Background: an optimization exercise with open tools, aiming at small area, a short achievable clock period and few clock cycles per item. Do not read the settings as production practice.
Function was checked by simulation only, so behaviour that the tests miss may differ from the original.
No activity file was given, so power comes from the tool's default toggle rates.

exp/garnet:
// gnn_mlp_4x4x2
module gnn_mlp_4x4x2 #(
  parameter int IN_W  = 5,
  parameter int HID_W = 11,
  parameter int OUT_W = 17
) (
  input  logic                    clk,
  input  logic                    rst_n,
  input  logic                    in_ready,
  input  logic signed [IN_W-1:0]  x0,
  input  logic signed [IN_W-1:0]  x1,
  input  logic signed [IN_W-1:0]  x2,
  input  logic signed [IN_W-1:0]  x3,
  input  logic signed [IN_W-1:0]  w04,
  input  logic signed [IN_W-1:0]  w14,
  input  logic signed [IN_W-1:0]  w24,
  input  logic signed [IN_W-1:0]  w34,
  input  logic signed [IN_W-1:0]  w05,
  input  logic signed [IN_W-1:0]  w15,
  input  logic signed [IN_W-1:0]  w25,
  input  logic signed [IN_W-1:0]  w35,
  input  logic signed [IN_W-1:0]  w06,
  input  logic signed [IN_W-1:0]  w16,
  input  logic signed [IN_W-1:0]  w26,
  input  logic signed [IN_W-1:0]  w36,
  input  logic signed [IN_W-1:0]  w07,
  input  logic signed [IN_W-1:0]  w17,
  input  logic signed [IN_W-1:0]  w27,
  input  logic signed [IN_W-1:0]  w37,
  input  logic signed [IN_W-1:0]  w48,
  input  logic signed [IN_W-1:0]  w58,
  input  logic signed [IN_W-1:0]  w68,
  input  logic signed [IN_W-1:0]  w78,
  input  logic signed [IN_W-1:0]  w49,
  input  logic signed [IN_W-1:0]  w59,
  input  logic signed [IN_W-1:0]  w69,
  input  logic signed [IN_W-1:0]  w79,
  output logic signed [OUT_W-1:0] out0,
  output logic signed [OUT_W-1:0] out1,
  output logic                    out0_ready,
  output logic                    out1_ready
);
Size in the first run: roughly 2600 cells after synthesis, roughly 480 flip-flops, about 180 I/O pins, about 0.031 mm^2 of cells after synthesis.
==> flow/config.mk <==
export PLATFORM = sky130hd
export DESIGN_NAME = gnn_mlp_4x4x2
export DESIGN_NICKNAME = gnn_mlp_4x4x2
export VERILOG_FILES = /design/flow/design.v
export SDC_FILE = /design/flow/constraint.sdc
export NUM_CORES = 4
export LEC_CHECK = 0
export CAP_MARGIN = 20
export CORE_MARGIN = 2
export CORE_UTILIZATION = 40
export CTS_CLUSTER_DIAMETER = 100
export CTS_CLUSTER_SIZE = 30
export SETUP_SLACK_MARGIN = 4.9
export SLEW_MARGIN = 20
==> flow/constraint.sdc <==
create_clock -name core_clock -period 8.0 [get_ports {clk}]
set_input_delay 1.6000 -clock core_clock [delete_from_list [all_inputs] [get_ports {clk}]]
set_output_delay 1.6000 -clock core_clock [all_outputs]
set_load 0.01 [all_outputs]
standard.sh (not shown) runs the stock make flow with config.mk's settings and CLKGATE_MAP_FILE= SYNTH_SCRIPT=/design/flow/synth_recipe.tcl, a recipe that flattens the netlist after the stock synthesis.
==> flow/flow/run.sh <==
#!/bin/bash
# Standard layout, with these changes:
#  - the full adders the RTL spells out (sum = a ^ b ^ c, carry = majority) are given to
#    synthesis as sky130 full-adder cells, so the adder trees keep the structure written;
#  - ports are buffered with buf_2 instead of the default delay buffer.
set -euo pipefail
python3 flow/fa_cells.py design.v design_fa.v > fa_cells.log 2>&1
bash standard.sh VERILOG_FILES="$PWD/design_fa.v" \
  BUFFER_PORTS_ARGS="-buffer_cell sky130_fd_sc_hd__buf_2" finish > standard.log 2>&1
==> flow/flow/fa_cells.py <==
#!/usr/bin/env python3
"""Rewrite full adders (and half adders  wire S = A ^ B;  wire CO = A & B;) written as  wire S = A ^ B ^ C;  wire CO = (A & B) | (A & C) | (B & C);
into sky130 full-adder cell instances, so that synthesis keeps the adder trees as written.
Usage: fa_cells.py IN.v OUT.v"""
import re, sys
src = open(sys.argv[1]).read().split('\n')
out = []
n = 0
i = 0
rs = re.compile(r'^\s*wire\s+(\S+)\s*=\s*(\S+)\s*\^\s*(\S+)\s*\^\s*(\S+)\s*;\s*$')
rhs = re.compile(r'^\s*wire\s+(\S+)\s*=\s*(\S+)\s*\^\s*(\S+)\s*;\s*$')
rhc = re.compile(r'^\s*wire\s+(\S+)\s*=\s*(\S+)\s*&\s*(\S+)\s*;\s*$')
rc = re.compile(r'^\s*wire\s+(\S+)\s*=\s*\((\S+)\s*&\s*(\S+)\)\s*\|\s*\((\S+)\s*&\s*(\S+)\)\s*\|\s*\((\S+)\s*&\s*(\S+)\)\s*;\s*$')
while i < len(src):
    m1 = rs.match(src[i])
    m2 = rc.match(src[i + 1]) if m1 and i + 1 < len(src) else None
    if m1 and m2:
        s, a, b, c = m1.groups()
        co = m2.group(1)
        assert m2.groups()[1:] == (a, b, a, c, b, c), src[i:i+2]
        n += 1
        out.append(f'  wire {s}, {co};')
        out.append(f'  sky130_fd_sc_hd__fa_1 bfa_{n} (.A({a}), .B({b}), .CIN({c}), .SUM({s}), .COUT({co}));')
        i += 2
    elif rhs.match(src[i]) and i + 1 < len(src) and rhc.match(src[i + 1]) \
            and rhs.match(src[i]).groups()[1:] == rhc.match(src[i + 1]).groups()[1:]:
        s, a, b = rhs.match(src[i]).groups()
        co = rhc.match(src[i + 1]).group(1)
        n += 1
        out.append(f'  wire {s}, {co};')
        out.append(f'  sky130_fd_sc_hd__ha_1 bha_{n} (.A({a}), .B({b}), .SUM({s}), .COUT({co}));')
        i += 2
    else:
        out.append(src[i])
        i += 1
open(sys.argv[2], 'w').write('\n'.join(out))
sys.stderr.write(f'{n} adder cells mapped\n')
Testbench counts of exp/garnet, summed over its fixed seeds: cycles 16,040, items 16,000.
> inputs changed (exp/garnet -> exp/fjord)
- SETUP_SLACK_MARGIN changed from 4.9 to 4.6
- CTS_CLUSTER_SIZE changed from 30 to 25
==> flow/flow/run.sh <==
#!/bin/bash
# Standard layout, with these changes:
#  - the full adders the RTL spells out (sum = a ^ b ^ c, carry = majority) are given to
#    synthesis as sky130 full-adder cells, so the adder trees keep the structure written;
#  - ports are buffered with buf_1 instead of the default delay buffer.
set -euo pipefail
python3 flow/fa_cells.py design.v design_fa.v > fa_cells.log 2>&1
bash standard.sh VERILOG_FILES="$PWD/design_fa.v" \
  BUFFER_PORTS_ARGS="-buffer_cell sky130_fd_sc_hd__buf_1" finish > standard.log 2>&1
[summary]
Cmp exp/fjord and exp/garnet / portion of the clock cycle consumed by the worst path in the final layout / lower: exp/garnet. exp/fjord vs. exp/garnet: area added between synthesis and finish went down by 6.2 points; sequential cell area went down by 260 um^2; async set-reset flop share out of synthesis was more or less identical; wire length went down by 6.8%. In exp/fjord the register-to-register setup slack turned out 0.20 ns lower than in exp/garnet.
Modified inputs, exp/delta compared to exp/fjord
- a deleted CTS_CLUSTER_SIZE that had been 25
- an added CTS_BUF_LIST of sky130_fd_sc_hd__clkbuf_8
- a change of CORE_UTILIZATION from 40 to 55
- a deleted CTS_CLUSTER_DIAMETER that had been 100
- a change of SETUP_SLACK_MARGIN from 4.6 to 4.9
Notes after the runs:
- exp/delta vs exp/fjord on clock skew: exp/delta is the higher one.
- From exp/fjord to exp/delta the numbers moved as follows: total power consumption of the routed design rose by 1.3 mW; clock share of power rose by 3.5 points; via count rose by 1419; sequential cell count stayed essentially flat.
## Diff of input files: exp/pepper against exp/delta
- CTS_CLUSTER_SIZE: unset -> 25
- CTS_CLUSTER_DIAMETER: unset -> 100
- SETUP_SLACK_MARGIN: 4.9 -> 4.8
- CTS_BUF_LIST: sky130_fd_sc_hd__clkbuf_8 -> unset
- CORE_UTILIZATION: 55 -> 60
==> comparison <==
- Summary: with exp/delta as the reference, non-filler instance count after layout in exp/pepper moved down by a few percent.
- exp/pepper: done, clean on timing, DRC and antenna
- [compare] base=exp/delta new=exp/pepper: combinational power held steady; met3 wire length now smaller; clock period minus final worst setup slack now sits higher; number of ordinary and repair buffers in the finished layout decreased by 15% relative to the old numbers.
- [diff] wire length, exp/pepper relative to exp/delta: improvement
- In exp/pepper the initial core utilization turned out 5.3 points higher than in exp/delta.

========
Starting RTL as in the previous note.
Settings: LEC_CHECK=0, ABC_AREA=1, CAP_MARGIN=20, CORE_MARGIN=2, CORE_UTILIZATION=40, CTS_CLUSTER_DIAMETER=100, CTS_CLUSTER_SIZE=25, SETUP_SLACK_MARGIN=4.9, SLEW_MARGIN=20; clock period 8.0 ns.
==> flow/flow/run.sh <==
#!/bin/bash
# Standard layout, with these changes:
#  - the full adders the RTL spells out (sum = a ^ b ^ c, carry = majority) are given to
#    synthesis as sky130 full-adder cells, so the adder trees keep the structure written;
#  - ports are buffered with buf_1 instead of the default delay buffer.
set -euo pipefail
python3 flow/fa_cells.py design.v design_fa.v > fa_cells.log 2>&1
bash standard.sh VERILOG_FILES="$PWD/design_fa.v" \
  BUFFER_PORTS_ARGS="-buffer_cell sky130_fd_sc_hd__buf_1" finish > standard.log 2>&1
Scripts as last shown in full above: flow/flow/fa_cells.py
Testbench counts at the start, summed over its fixed seeds: cycles 16,040, items 16,000.
Then changed:
- ABC_AREA: 1 -> default
- SETUP_SLACK_MARGIN: 4.9 -> 5.0
Setup slack got worse by 29 ps.
Total power shrinks by 2.9%.
Utilization grows by 0.95 points.
Design area shrinks by 1.7%.
Wire length barely changes.
Non-clock buffer count grows by 14.

========
Starting RTL as in the previous note.
==> flow/config.mk <==
export PLATFORM = sky130hd
export DESIGN_NAME = gnn_mlp_4x4x2
export DESIGN_NICKNAME = gnn_mlp_4x4x2
export VERILOG_FILES = /design/flow/design.v
export SDC_FILE = /design/flow/constraint.sdc
export NUM_CORES = 4
export LEC_CHECK = 0
export CAP_MARGIN = 20
export CORE_MARGIN = 2
export CORE_UTILIZATION = 40
export CTS_CLUSTER_DIAMETER = 100
export CTS_CLUSTER_SIZE = 25
export SETUP_SLACK_MARGIN = 4.9
export SLEW_MARGIN = 20
==> flow/constraint.sdc <==
create_clock -name core_clock -period 8.0 [get_ports {clk}]
set_input_delay 1.6000 -clock core_clock [delete_from_list [all_inputs] [get_ports {clk}]]
set_output_delay 1.6000 -clock core_clock [all_outputs]
set_load 0.01 [all_outputs]
Scripts as last shown in full above: flow/flow/run.sh, flow/flow/fa_cells.py
Testbench counts at the start, summed over its fixed seeds: cycles 16,040, items 16,000.
Edit:
==> flow/flow/run.sh (replaced) <==
#!/bin/bash
# Standard layout, with these changes:
#  - the full adders the RTL spells out (sum = a ^ b ^ c, carry = majority) are given to
#    synthesis as sky130 full-adder cells, so the adder trees keep the structure written;
#  - ports are buffered with buf_2 instead of the default delay buffer.
set -euo pipefail
python3 flow/fa_cells.py design.v design_fa.v > fa_cells.log 2>&1
bash standard.sh VERILOG_FILES="$PWD/design_fa.v" \
  BUFFER_PORTS_ARGS="-buffer_cell sky130_fd_sc_hd__buf_2" finish > standard.log 2>&1
- CTS_CLUSTER_DIAMETER: 100 -> unset
- CTS_CLUSTER_SIZE: 25 -> unset
- SETUP_SLACK_MARGIN: 4.9 -> unset
Sequential share of layout area fell by 0.19 points.
Cell count goes down by about 1.6%.
Setup slack got worse by 0.78 ns.
Core utilization decreases by 1.6 points.
Via count falls by about 3%.
Cell area decreases by 3.5%.
Sequential power stays flat.
Synthesized cell count is unchanged.
Hold slack gets worse by 0.0054 ns.
Clock skew went down by 0.011 ns.
Sequential cell count stays the same.
Edit:
==> flow/flow/run.sh (replaced) <==
#!/bin/bash
# Standard layout, with these changes:
#  - the full adders the RTL spells out (sum = a ^ b ^ c, carry = majority) are given to
#    synthesis as sky130 full-adder cells, so the adder trees keep the structure written;
#  - ports are buffered with buf_1 instead of the default delay buffer.
set -euo pipefail
python3 flow/fa_cells.py design.v design_fa.v > fa_cells.log 2>&1
bash standard.sh VERILOG_FILES="$PWD/design_fa.v" \
  BUFFER_PORTS_ARGS="-buffer_cell sky130_fd_sc_hd__buf_1" finish > standard.log 2>&1
- CTS_CLUSTER_DIAMETER: unset -> 100
- CTS_CLUSTER_SIZE: unset -> 25
- SETUP_SLACK_MARGIN: unset -> 4.8
Effect: The changed run passed the timing, design-rule and antenna checks; first-iteration DRC count rises by a quarter to a third; via count rises slightly; synthesized cell count is unchanged; final area stays flat; setup slack is better by 0.76 ns.
Edit:
==> flow/flow/run.sh (replaced) <==
#!/bin/bash
# Standard layout, with these changes:
#  - the full adders the RTL spells out (sum = a ^ b ^ c, carry = majority) are given to
#    synthesis as sky130 full-adder cells, so the adder trees keep the structure written;
#  - ports are buffered with buf_2 instead of the default delay buffer.
set -euo pipefail
python3 flow/fa_cells.py design.v design_fa.v > fa_cells.log 2>&1
bash standard.sh VERILOG_FILES="$PWD/design_fa.v" \
  BUFFER_PORTS_ARGS="-buffer_cell sky130_fd_sc_hd__buf_2" finish > standard.log 2>&1
- SETUP_SLACK_MARGIN: 4.8 -> 4.9
Synthesized cell count is unchanged.
Sequential cell count stays the same.
Fmax grows slightly.
Critical path depth is higher by 1.
Final cell count grows slightly.
Setup slack improves by 0.014 ns.
Sequential share of layout area decreases by 0.50 points.
Worst hold slack got worse by 0.0032 ns.
Power increases slightly.
Final area climbs by a few percent.
Edit:
==> flow/flow/run.sh (replaced) <==
#!/bin/bash
# Standard layout, with these changes:
#  - the full adders the RTL spells out (sum = a ^ b ^ c, carry = majority) are given to
#    synthesis as sky130 full-adder cells, so the adder trees keep the structure written;
#  - ports are buffered with buf_1 instead of the default delay buffer.
set -euo pipefail
python3 flow/fa_cells.py design.v design_fa.v > fa_cells.log 2>&1
bash standard.sh VERILOG_FILES="$PWD/design_fa.v" \
  BUFFER_PORTS_ARGS="-buffer_cell sky130_fd_sc_hd__buf_1" finish > standard.log 2>&1
- SETUP_SLACK_MARGIN: 4.9 -> 4.7
Effect: Global-route usage decreases by 1.0 points. Combinational power came out lower by about 4%. Clock skew rises by 0.0083 ns. Cell count is lower by about 1.7%. Fmax came out lower by 3.6%. Hold slack improved by 0.011 ns. Count of clock-buffer cells in the layout climbs by 1.

what the ideal ports hide:
The results above use ideal ports. As a check the final layouts listed here were re-extracted and re-timed, cells and wires unchanged.
Step 1: set_driving_cell puts a clkbuf_16 on clk and a buf_2 on each other input, an assumption about the parent block.
Step 2 also shifts input and output timing later by t, the mid clock arrival at the registers, as if the neighbouring blocks saw the same clock.
Slacks: no drivers / after step 1 / after step 2; pairs: no drivers / after step 1.
run	shift t [ns]	setup slack, ns	worst setup path at the end	clock arrival spread, ns	worst register clock-pin slew, ns
exp/garnet	0.671	4.817 / 4.817 / 4.817	register to register	0.046 / 0.047	0.11 / 0.11
exp/fjord	0.693	4.619 / 4.619 / 4.619	register to register	0.044 / 0.043	0.10 / 0.10
exp/delta	0.749	4.830 / 4.830 / 4.830	register to register	0.065 / 0.064	0.07 / 0.07
exp/pepper	0.651	4.809 / 4.809 / 4.809	register to register	0.031 / 0.031	0.10 / 0.10
the first run of note 2	0.677	4.869 / 4.869 / 4.869	register to register	0.024 / 0.024	0.10 / 0.10
the second run of note 2	0.682	4.840 / 4.840 / 4.840	register to register	0.041 / 0.041	0.10 / 0.10
the first run of note 3	0.690	4.835 / 4.835 / 4.835	register to register	0.050 / 0.050	0.10 / 0.10
the second run of note 3	0.692	4.055 / 4.055 / 4.055	register to register	0.038 / 0.037	0.07 / 0.07
the third run of note 3	0.689	4.812 / 4.812 / 4.812	register to register	0.050 / 0.051	0.10 / 0.10
the fourth run of note 3	0.679	4.826 / 4.826 / 4.826	register to register	0.033 / 0.033	0.10 / 0.10
the fifth run of note 3	0.696	4.707 / 4.707 / 4.707	register to register	0.043 / 0.043	0.10 / 0.10
After both steps setup and hold are still met in every run listed.
